This design comes from an exercise in tuning for a short achievable clock period and few clock cycles on the open sky130 flow, not from production work. Function not checked in this run: the RTL went through the layout flow alone. The flow treats the clock pin as an ideal source, which a real chip does not have. No activity file was given, so power comes from the tool's default toggle rates.

==> flow/design.v <==
package tss_pkg;
  localparam int DEPTH = 256;
  localparam int AW    = $clog2(DEPTH);
  localparam int CW    = $clog2(DEPTH + 1);
  localparam int DW    = 32;
  typedef enum logic [2:0] {
    REQ_PUSH_ONE = 3'd0,
    REQ_PUSH_TWO = 3'd1,
    REQ_POP_ONE  = 3'd2,
    REQ_POP_TWO  = 3'd3,
    REQ_PEEK_ONE = 3'd4,
    REQ_PEEK_TWO = 3'd5
  } req_code_t;
  typedef enum logic [1:0] {
    ST_OK        = 2'd0,
    ST_OVERFLOW  = 2'd1,
    ST_UNDERFLOW = 2'd2
  } stat_code_t;
  typedef struct packed {
    logic [2:0]           req_type;
    logic signed [DW-1:0] push_value;
  } tss_in_t;
  typedef struct packed {
    logic signed [DW-1:0] read_data;
    logic [1:0]           status;
    logic                 is_full;
    logic                 first_empty;
    logic                 second_empty;
    logic [CW-1:0]        used_total;
  } tss_out_t;
endpackage
module tss_ram #(
  parameter int WIDTH = 32,
  parameter int DEPTH = 256
) (
  input  logic                     clk,
  input  logic                     we,       
  input  logic [15:0]              hi,       
  input  logic [15:0]              lo,       
  input  logic [WIDTH-1:0]         wdata,
  output logic [WIDTH-1:0]         rdata
);
  localparam int GS = 16;
  localparam int NG = DEPTH / GS;
  localparam int WS = 32;            
  localparam int NW = DEPTH / WS;
  logic [DEPTH-1:0]       sel_r, wsel_r;
  logic [NW*WIDTH-1:0]    wdata_r;    
  logic [DEPTH*WIDTH-1:0] mem;
  logic [NG*WIDTH-1:0]    part_d, part_r;
  logic [WIDTH-1:0]       rdata_d;
  always_ff @(posedge clk) begin
    for (int w = 0; w < DEPTH; w++) begin
      sel_r[w]  <= hi[w / GS] & lo[w % GS];
      wsel_r[w] <= we & hi[w / GS] & lo[w % GS];
    end
  end
  for (genvar c = 0; c < NW; c++) begin : g_wd
    always_ff @(posedge clk) begin
      if (we && (hi[2*c] || hi[2*c+1])) begin
        wdata_r[c*WIDTH +: WIDTH] <= wdata;
      end
    end
  end
  for (genvar w = 0; w < DEPTH; w++) begin : g_word
    always_ff @(posedge clk) begin
      if (wsel_r[w]) begin
        mem[w*WIDTH +: WIDTH] <= wdata_r[(w/WS)*WIDTH +: WIDTH];
      end
    end
  end
  always_comb begin
    part_d = '0;
    for (int g = 0; g < NG; g++) begin
      for (int j = 0; j < GS; j++) begin
        part_d[g*WIDTH +: WIDTH] = part_d[g*WIDTH +: WIDTH]
          | ({WIDTH{sel_r[g*GS+j]}} & mem[(g*GS+j)*WIDTH +: WIDTH]);
      end
    end
  end
  always_ff @(posedge clk) begin
    part_r <= part_d;
  end
  always_comb begin
    rdata_d = '0;
    for (int g = 0; g < NG; g++) begin
      rdata_d = rdata_d | part_r[g*WIDTH +: WIDTH];
    end
  end
  always_ff @(posedge clk) begin
    rdata <= rdata_d;
  end
endmodule
module tss_ctrl (
  input  logic                   clk,
  input  logic                   rst_n,
  input  logic                   start,
  output logic                   busy,
  input  tss_pkg::tss_in_t       in_item,
  input  logic                   cfg_we,
  input  logic [tss_pkg::CW-1:0] cfg_wdata,
  output logic                   rst_q,
  output logic                   req_v,
  output logic [2:0]             req_type,
  output logic [tss_pkg::DW-1:0] req_value,
  output logic                   cfg_v,
  output logic [tss_pkg::CW-1:0] cfg_data
);
  assign busy = 1'b0;
  always_ff @(posedge clk) begin
    rst_q     <= rst_n;
    req_v     <= start & rst_n;
    cfg_v     <= cfg_we & rst_n;
    req_type  <= in_item.req_type;
    req_value <= in_item.push_value;
    cfg_data  <= cfg_wdata;
  end
endmodule
module tss_dpath (
  input  logic                   clk,
  input  logic                   rst_n,
  input  logic                   rst_q,    
  input  logic                   req_v,
  input  logic [2:0]             req_type,
  input  logic [tss_pkg::DW-1:0] req_value,
  input  logic                   cfg_v,
  input  logic [tss_pkg::CW-1:0] cfg_data,
  output logic                   acc_v,
  output logic                   acc_we,
  output logic                   acc_hit,
  output logic [15:0]            acc_hi,    
  output logic [15:0]            acc_lo,    
  output logic [tss_pkg::DW-1:0] acc_wdata,
  output logic [1:0]             acc_stat,
  output logic                   st_full,
  output logic                   st_e1,
  output logic                   st_e2,
  output logic [tss_pkg::CW-1:0] st_used
);
  localparam int CW = tss_pkg::CW;
  localparam int AW = tss_pkg::AW;
  logic [CW-1:0] n1_r, n2_r, used_r, room_r, cap_r;
  logic          full_r, e1_r, e2_r;
  logic [AW-1:0] a1m_r, a2_r, a2p_r;
  logic          is_push, is_pop, is_peek, sel2, empty_sel;
  logic          push1, push2, pop1, pop2, push, pop, hit;
  logic [1:0]    stat;
  logic [AW-1:0] addr;
  logic [CW-1:0] cap_new;
  assign is_push   = req_type[2:1] == 2'b00;
  assign is_pop    = req_type[2:1] == 2'b01;
  assign is_peek   = req_type[2:1] == 2'b10;
  assign sel2      = req_type[0];
  assign empty_sel = sel2 ? e2_r : e1_r;
  assign push  = req_v & is_push & ~full_r;
  assign push1 = push & ~sel2;
  assign push2 = push & sel2;
  assign pop1  = req_v & is_pop & ~sel2 & ~e1_r;
  assign pop2  = req_v & is_pop & sel2 & ~e2_r;
  assign pop   = pop1 | pop2;
  assign hit   = (is_pop | is_peek) & ~empty_sel;
  always_comb begin
    stat = tss_pkg::ST_OK;
    if (is_push & full_r) stat = tss_pkg::ST_OVERFLOW;
    if ((is_pop | is_peek) & empty_sel) stat = tss_pkg::ST_UNDERFLOW;
  end
  always_comb begin
    case ({is_push, sel2})
      2'b10:   addr = n1_r[AW-1:0];
      2'b11:   addr = a2_r;
      2'b00:   addr = a1m_r;
      default: addr = a2p_r;
    endcase
  end
  always_comb begin
    if (cfg_data == '0) begin
      cap_new = CW'(1);
    end else if (cfg_data > CW'(tss_pkg::DEPTH)) begin
      cap_new = CW'(tss_pkg::DEPTH);
    end else begin
      cap_new = cfg_data;
    end
  end
  always_ff @(posedge clk) begin
    if (!rst_q) begin
      n1_r   <= '0;
      n2_r   <= '0;
      used_r <= '0;
      room_r <= CW'(tss_pkg::DEPTH);
      cap_r  <= CW'(tss_pkg::DEPTH);
      full_r <= 1'b0;
      e1_r   <= 1'b1;
      e2_r   <= 1'b1;
      a1m_r  <= '1;
      a2_r   <= AW'(tss_pkg::DEPTH - 1);
      a2p_r  <= AW'(tss_pkg::DEPTH);
    end else if (cfg_v) begin
      n1_r   <= '0;
      n2_r   <= '0;
      used_r <= '0;
      room_r <= cap_new;
      cap_r  <= cap_new;
      full_r <= 1'b0;
      e1_r   <= 1'b1;
      e2_r   <= 1'b1;
      a1m_r  <= '1;
      a2_r   <= AW'(cap_new - CW'(1));
      a2p_r  <= cap_new[AW-1:0];
    end else begin
      if (push1) begin
        n1_r  <= n1_r + CW'(1);
        a1m_r <= n1_r[AW-1:0];
        e1_r  <= 1'b0;
      end else if (pop1) begin
        n1_r  <= n1_r - CW'(1);
        a1m_r <= a1m_r - AW'(1);
        e1_r  <= n1_r == CW'(1);
      end
      if (push2) begin
        n2_r  <= n2_r + CW'(1);
        a2_r  <= a2_r - AW'(1);
        a2p_r <= a2_r;
        e2_r  <= 1'b0;
      end else if (pop2) begin
        n2_r  <= n2_r - CW'(1);
        a2_r  <= a2p_r;
        a2p_r <= a2p_r + AW'(1);
        e2_r  <= n2_r == CW'(1);
      end
      if (push) begin
        used_r <= used_r + CW'(1);
        room_r <= room_r - CW'(1);
        full_r <= room_r == CW'(1);
      end else if (pop) begin
        used_r <= used_r - CW'(1);
        room_r <= room_r + CW'(1);
        full_r <= 1'b0;
      end
    end
  end
  always_ff @(posedge clk) begin
    acc_v     <= req_v & rst_n;
    for (int i = 0; i < 16; i++) begin
      acc_hi[i] <= req_v && !(req_type[2] && req_type[1]) && addr[7:4] == i;
      acc_lo[i] <= addr[3:0] == i;
    end
    acc_we    <= push;
    acc_hit   <= req_v & hit;
    acc_wdata <= req_value;
    acc_stat  <= stat;
  end
  assign st_full = full_r;
  assign st_e1   = e1_r;
  assign st_e2   = e2_r;
  assign st_used = used_r;
endmodule
module two_stacks_shared_memory (
  input  logic        clk,
  input  logic        rst_n,
  input  logic        start,
  output logic        busy,
  input  logic [34:0] in_item,
  output logic        out_valid,
  output logic [45:0] out_item,
  input  logic        cfg_we,
  input  logic [8:0]  cfg_wdata
);
  localparam int CW = tss_pkg::CW;
  localparam int DW = tss_pkg::DW;
  tss_pkg::tss_in_t  in_s;
  tss_pkg::tss_out_t out_s;
  logic          rst_q, req_v, cfg_v;
  logic [2:0]    req_type;
  logic [DW-1:0] req_value;
  logic [CW-1:0] cfg_data;
  logic          acc_v, acc_we, acc_hit;
  logic [15:0]   acc_hi, acc_lo;
  logic [DW-1:0] acc_wdata;
  logic [1:0]    acc_stat;
  logic          st_full, st_e1, st_e2;
  logic [CW-1:0] st_used;
  logic [DW-1:0] ram_rdata;
  logic          dc_v, dc_hit, dc_full, dc_e1, dc_e2;
  logic [1:0]    dc_stat;
  logic [CW-1:0] dc_used;
  logic          rd_v, rd_hit, rd_full, rd_e1, rd_e2;
  logic [1:0]    rd_stat;
  logic [CW-1:0] rd_used;
  logic          or_v, or_hit, or_full, or_e1, or_e2;
  logic [1:0]    or_stat;
  logic [CW-1:0] or_used;
  logic          res_v, res_full, res_e1, res_e2;
  logic [DW-1:0] res_data;
  logic [1:0]    res_stat;
  logic [CW-1:0] res_used;
  assign in_s = in_item;
  tss_ctrl u_ctrl (
    .clk       (clk),
    .rst_n     (rst_n),
    .start     (start),
    .busy      (busy),
    .in_item   (in_s),
    .cfg_we    (cfg_we),
    .cfg_wdata (cfg_wdata),
    .rst_q     (rst_q),
    .req_v     (req_v),
    .req_type  (req_type),
    .req_value (req_value),
    .cfg_v     (cfg_v),
    .cfg_data  (cfg_data)
  );
  tss_dpath u_dpath (
    .clk       (clk),
    .rst_n     (rst_n),
    .rst_q     (rst_q),
    .req_v     (req_v),
    .req_type  (req_type),
    .req_value (req_value),
    .cfg_v     (cfg_v),
    .cfg_data  (cfg_data),
    .acc_v     (acc_v),
    .acc_we    (acc_we),
    .acc_hit   (acc_hit),
    .acc_hi    (acc_hi),
    .acc_lo    (acc_lo),
    .acc_wdata (acc_wdata),
    .acc_stat  (acc_stat),
    .st_full   (st_full),
    .st_e1     (st_e1),
    .st_e2     (st_e2),
    .st_used   (st_used)
  );
  tss_ram #(
    .WIDTH (DW),
    .DEPTH (tss_pkg::DEPTH)
  ) u_ram (
    .clk   (clk),
    .we    (acc_we),
    .hi    (acc_hi),
    .lo    (acc_lo),
    .wdata (acc_wdata),
    .rdata (ram_rdata)
  );
  always_ff @(posedge clk) begin
    dc_v    <= acc_v & rst_n;
    dc_hit  <= acc_hit;
    dc_stat <= acc_stat;
    dc_full <= st_full;
    dc_e1   <= st_e1;
    dc_e2   <= st_e2;
    dc_used <= st_used;
  end
  always_ff @(posedge clk) begin
    rd_v    <= dc_v & rst_n;
    rd_hit  <= dc_hit;
    rd_stat <= dc_stat;
    rd_full <= dc_full;
    rd_e1   <= dc_e1;
    rd_e2   <= dc_e2;
    rd_used <= dc_used;
  end
  always_ff @(posedge clk) begin
    or_v    <= rd_v & rst_n;
    or_hit  <= rd_hit;
    or_stat <= rd_stat;
    or_full <= rd_full;
    or_e1   <= rd_e1;
    or_e2   <= rd_e2;
    or_used <= rd_used;
  end
  always_ff @(posedge clk) begin
    res_v    <= or_v & rst_n;
    res_data <= or_hit ? ram_rdata : '1;
    res_stat <= or_stat;
    res_full <= or_full;
    res_e1   <= or_e1;
    res_e2   <= or_e2;
    res_used <= or_used;
  end
  assign out_s.read_data    = res_data;
  assign out_s.status       = res_stat;
  assign out_s.is_full      = res_full;
  assign out_s.first_empty  = res_e1;
  assign out_s.second_empty = res_e2;
  assign out_s.used_total   = res_used;
  assign out_item           = out_s;
  assign out_valid          = res_v;
endmodule
==> flow/flow/run.sh <==
#!/bin/bash
# Own flow: the standard layout (standard.sh) with these changes, passed
# to ORFS's make on its command line:
#  - repair_timing is asked for extra setup margin, so it keeps improving
#    paths past the 10 ns clock;
#  - before clock tree synthesis, pre_cts.tcl places the flip-flops that
#    drive output ports next to the ports' buffers;
#  - more rounds of antenna repair after detailed routing.
# make's output goes to make.log; each ORFS step logs under orfs/logs/.
set -euo pipefail
HERE=$(pwd)
MARGIN=6.9
sed -e "s|\"\${@:-finish}\"|SETUP_SLACK_MARGIN=$MARGIN PRE_CTS_TCL=$HERE/flow/pre_cts.tcl POST_CTS_TCL=$HERE/flow/post_cts.tcl MAX_REPAIR_ANTENNAS_ITER_DRT=10 \"\${@:-finish}\"|" standard.sh > own_standard.sh
grep -q "POST_CTS_TCL=$HERE/flow/post_cts.tcl" own_standard.sh
bash own_standard.sh > make.log 2>&1
==> flow/flow/post_cts.tcl <==
proc remove_clock_root {port_name} {
  set block [ord::get_db_block]
  set bterm [$block findBTerm $port_name]
  set net [$bterm getNet]
  set iterms [$net getITerms]
  if {[llength $iterms] != 1} {
    puts "remove_clock_root: port net has [llength $iterms] loads; left as is"
    return
  }
  set root [[lindex $iterms 0] getInst]
  set out [$root findITerm X]
  if {$out eq "NULL" || $out eq ""} {
    puts "remove_clock_root: [$root getName] has no X pin; left as is"
    return
  }
  set onet [$out getNet]
  set loads {}
  foreach it [$onet getITerms] {
    if {[$it getInst] ne $root} { lappend loads $it }
  }
  if {[llength $loads] > 4 || [llength [$onet getBTerms]] > 0} {
    puts "remove_clock_root: root drives [llength $loads] pins; left as is"
    return
  }
  puts "remove_clock_root: removing [$root getName], port now drives [llength $loads] pins"
  foreach it $loads {
    set pin "[[$it getInst] getName]/[[$it getMTerm] getName]"
    disconnect_pin [$onet getName] $pin
    connect_pin [$net getName] $pin
  }
  delete_instance [$root getName]
  delete_net [$onet getName]
}

remove_clock_root clk
estimate_parasitics -placement
report_clock_latency
repair_timing_helper
detailed_placement
check_placement -verbose
==> flow/flow/pre_cts.tcl <==
# Sourced by ORFS's cts.tcl (PRE_CTS_TCL) on the placed design, before clock
# tree synthesis. Each flip-flop that drives only an output port's buffer is
# placed next to that buffer (at the port), then placement is legalized, so
# the register-to-port wire is short.
proc move_output_flops {} {
  set block [ord::get_db_block]
  set n 0
  foreach bterm [$block getBTerms] {
    if {[$bterm getIoType] ne "OUTPUT"} { continue }
    set net [$bterm getNet]
    if {$net eq "NULL"} { continue }
    set buf ""
    foreach it [$net getITerms] {
      if {[$it isOutputSignal]} { set buf [$it getInst] }
    }
    if {$buf eq ""} { continue }
    set a [$buf findITerm A]
    if {$a eq "NULL" || $a eq ""} { continue }
    set in_net [$a getNet]
    set ff ""
    set loads 0
    foreach it [$in_net getITerms] {
      if {[$it isOutputSignal]} { set ff [$it getInst] } else { incr loads }
    }
    if {$ff eq "" || $loads != 1} { continue }
    if {![[$ff getMaster] isSequential]} { continue }
    set loc [$buf getLocation]
    $ff setLocation [lindex $loc 0] [lindex $loc 1]
    $ff setPlacementStatus PLACED
    incr n
  }
  puts "move_output_flops: moved $n flip-flops next to their output buffers"
}

move_output_flops
detailed_placement
check_placement -verbose
==> flow/standard.sh <==
#!/bin/bash
# synth_recipe.tcl (not shown) runs the flow's synth.tcl, then flattens the netlist and writes it again
# the make line also repeats each setting of config.mk as NAME=value (left out here)
make -C /OpenROAD-flow-scripts/flow DESIGN_CONFIG=/design/flow/config.mk WORK_HOME=/design/flow/orfs CLKGATE_MAP_FILE= SYNTH_SCRIPT=/design/flow/synth_recipe.tcl "${@:-finish}"
==> flow/config.mk <==
export PLATFORM = sky130hd
export DESIGN_NAME = two_stacks_shared_memory
export DESIGN_NICKNAME = two_stacks_shared_memory
export VERILOG_FILES = /design/flow/design.v
export SDC_FILE = /design/flow/constraint.sdc
export NUM_CORES = 8
export LEC_CHECK = 0
export ABC_CLOCK_PERIOD_IN_PS = 3000
export CAP_MARGIN = 20
export CORE_MARGIN = 2
export CORE_UTILIZATION = 55
export CTS_CLUSTER_DIAMETER = 150
export CTS_CLUSTER_SIZE = 25
export PLACE_DENSITY = 0.66
export SLEW_MARGIN = 20
==> flow/constraint.sdc <==
create_clock -name core_clock -period 10.0 [get_ports {clk}]
set_input_delay 2.0000 -clock core_clock [delete_from_list [all_inputs] [get_ports {clk}]]
set_output_delay 2.0000 -clock core_clock [all_outputs]
set_load 0.01 [all_outputs]
==> out/results.tsv <==
metric	value	unit
outcome	finished clean	
crit_fanout	1	
vdd_drop_max	0.161	mV
p_clk_share	31.6	%
switchingPower	12.9	mW
synth_edf_count	8448	
ys.flop_type	edfxtp_1	
slew_viol_final	0	
period_minus_slack	3.30	ns
worstSetupPathType	reg2out	
worstHoldPathType	reg2reg	
dr.pass1.iters	7	
track_usage	32.1	%
netlist_area	331000	sq um
crit_buf_inv	1	
p_int	52.3	mW
clk_latency	0.84	ns
initial_core_util	55.3	%
coreArea	598000	sq um
start_kind	flip-flop	
instances_no_fill	25400	
synth-async-reset-ratio	0	%
gp_congestion	0.833	
p_leak	113	nW
nNetsFinal	16900	
cp-end-kind	primary output	
grt_max_degree	110	
rsz0062_at_grt	true	
grt_pass1_wl	1350000	um
comb_power_share	1.0	%
grt_overflow	0	
routed_wl	1000000	um
dieArea	607000	sq um
clock_sinks	9778	
worst_slew_pin_slew	1.30	ns
slowest_stage	dfxtp_1	
fin_worst_skew	0.120	ns
place_area	344000	sq um
port_buffers	94	
ios	96	
worstPathArrival	1.30	ns
fp.dieW	779	um
syn_inst	16500	
period_share	33.0	%
synth_cell_types	84	
grt_pass1_vias	166000	
crit_family	flip-flops	
cts_tree	built	
setup_tns	0	ns
synth-seq-area-share	84.8	%
via_per_inst	7.09	
fp.dieH	779	um
power	65.2	mW
syn-num-nets	16600	
yosysWarnings	4	
setup_viol_count_final	0	
first_iter_violations	30000	
antenna_found_initial	97	
layout-drive-gt1-share	10.8	%
synth-seq-cells	9778	
p_per_area	181	nW/um^2
required	8.00	ns
hpwlAfterDp	523000	um
swShare	19.8	%
rows	284	
finalHoldViolations	0	
dp_cells	24300	
wl_per_cell	39.4	um
n_fill_cell	42300	
clk_pin_slew	0.10	ns
avgSynthCellArea	20.0	sq um
slowest_delay	0.33	ns
max_clock_freq	303	MHz
seqPwrFrac	67.4	%
vias	180000	
maxCapViolations	0	
route.detailed.drc	0	
area_growth	8.62	%
cp_cell_sequence	buf_2	
whs	0.268	ns
ant_nets	0	
r2r_slack	7.10	ns
design_area	359000	sq um
slew_headroom	12.3	%
## per-stage QoR
step	util [%]	setup slack [ns]
2_1_floorplan	-	7.46
3_3_place_gp	57.5	6.30
3_5_place_dp	57.5	6.59
5_1_grt	60.0	6.67
6_report	60.0	6.70
## state kept, by name, indices dropped and copies added (netlist names), 32 cells and up
register	count
res_data	32
u_ctrl.req_value	32
u_dpath.acc_wdata	32
u_ram.mem	8192
u_ram.part_r	512
u_ram.rdata	32
u_ram.sel_r	256
u_ram.wdata_r	256
u_ram.wsel_r	256
## synth_stat cells (30+ instances only)
master    count  area [sq um]
edfxtp_1   8448        254000
a221oi_1   2053         18000
nor2_1       85           319
o21ai_0      30           150
a22o_1     2049         17900
nand2_1      42           158
a21oi_1      32           160
and2_1      266          1660
dfxtp_1    1330         26600
buf_1        34           128
nand4_1     561          3510
and3_1      265          1660
clkbuf_1    883          3310
nor4_1      133           832
nand2b_1     46           288
## per-layer routing
metal | vias up | share of wire, % | routed length (um) | track usage, %
li1 | 71000 | - | - | -
met1 | 93900 | 36 | 360000 | 44.0
met5 | - | 0.045 | 452 | 0.165
met3 | 1829 | 14 | 136000 | 8.48
met2 | 13600 | 46 | 463000 | 49.3
met4 | 26 | 4.3 | 42700 | 13.6
## logic make-up after synthesis
kind of cell               count (synthesis)  share of synthesized area [%]
DFF                                     9778                           84.8
AOI/OAI and AO/OA                       4256                           11.2
and+or+nand+nor                         1475                           2.70
buffers and inverters                    954                           1.10
xor gates and xnor gates                  32                         0.0848
adders and majority gates                 24                         0.0931
muxes                                     11                         0.0655
other                                      1                        0.00113
## power groups by stage
stage / logic (mW) / clock network, mW / registers, mW
3_5_place_dp: 0.607 / 0 / 44.8
2_1_floorplan: 0.184 / 0 / 44.7
3_3_place_gp: 0.605 / 0 / 44.8
5_1_grt: 0.637 / 22.0 / 43.9
6_report: 0.652 / 20.6 / 43.9
## worst paths after layout
kind                                              end  cells past startpoint            startpoint
worst max-delay path                     out_item[34]                      1          res_data[20]
worst min-delay path            u_dpath.acc_wdata[21]                      0  u_ctrl.req_value[21]
worst max register to register      u_dpath.room_r[5]                      9    u_ctrl.req_type[1]
worst min register to register  u_dpath.acc_wdata[21]                      0  u_ctrl.req_value[21]
## area by class of cell
cell class                 instances  area [sq um]  area share [%]
multi-input combinational       5799         47600            13.2
sequential                      9778        281000            78.2
tap                             8008         10000            2.79
inverter                          22          82.6          0.0230
clock inverter                    27           647           0.180
antenna                          224           561           0.156
timing repair buffer             806          7090            1.98
clock buffer                     785         12200            3.39
## placed cells by master, fill, tap and decap left out, types with 67 or more instances in the layout
master	n
diode_2	224
and3_1	265
nor2_1	85
a22o_1	2049
clkbuf_16	433
edfxtp_1	8448
nor4_2	67
buf_8	103
and2_1	266
dfxtp_2	477
clkbuf_1	351
a221oi_1	2053
buf_4	603
nand4_1	561
dfxtp_1	829

## re-timing with driven ports
The results above use ideal ports. As a check the final layout listed here was re-extracted and re-timed, cells and wires unchanged. Step 1 assumes that a clkbuf_16 drives the clock port and a buf_2 every other input. Step 2 times the ports against the registers' clock, not the clock port: input delays grow and output delays shrink by t, the midpoint of the rising clock arrivals with the driver on. a / b / c = ideal ports / drivers / drivers and shift; a / b = the first two.
shift t [ns]: 1.038
setup slack, ns: 6.698 / 6.440 / 7.098
hold slack, ns: 0.268 / 0.269 / 0.269
worst setup path at the end: register to register
latest minus earliest clock arrival (ns): 0.148 / 0.147
After both steps this run still meets setup and hold. The setup slack of this run moves by -0.258 ns with the drivers and by +0.400 ns with both steps.
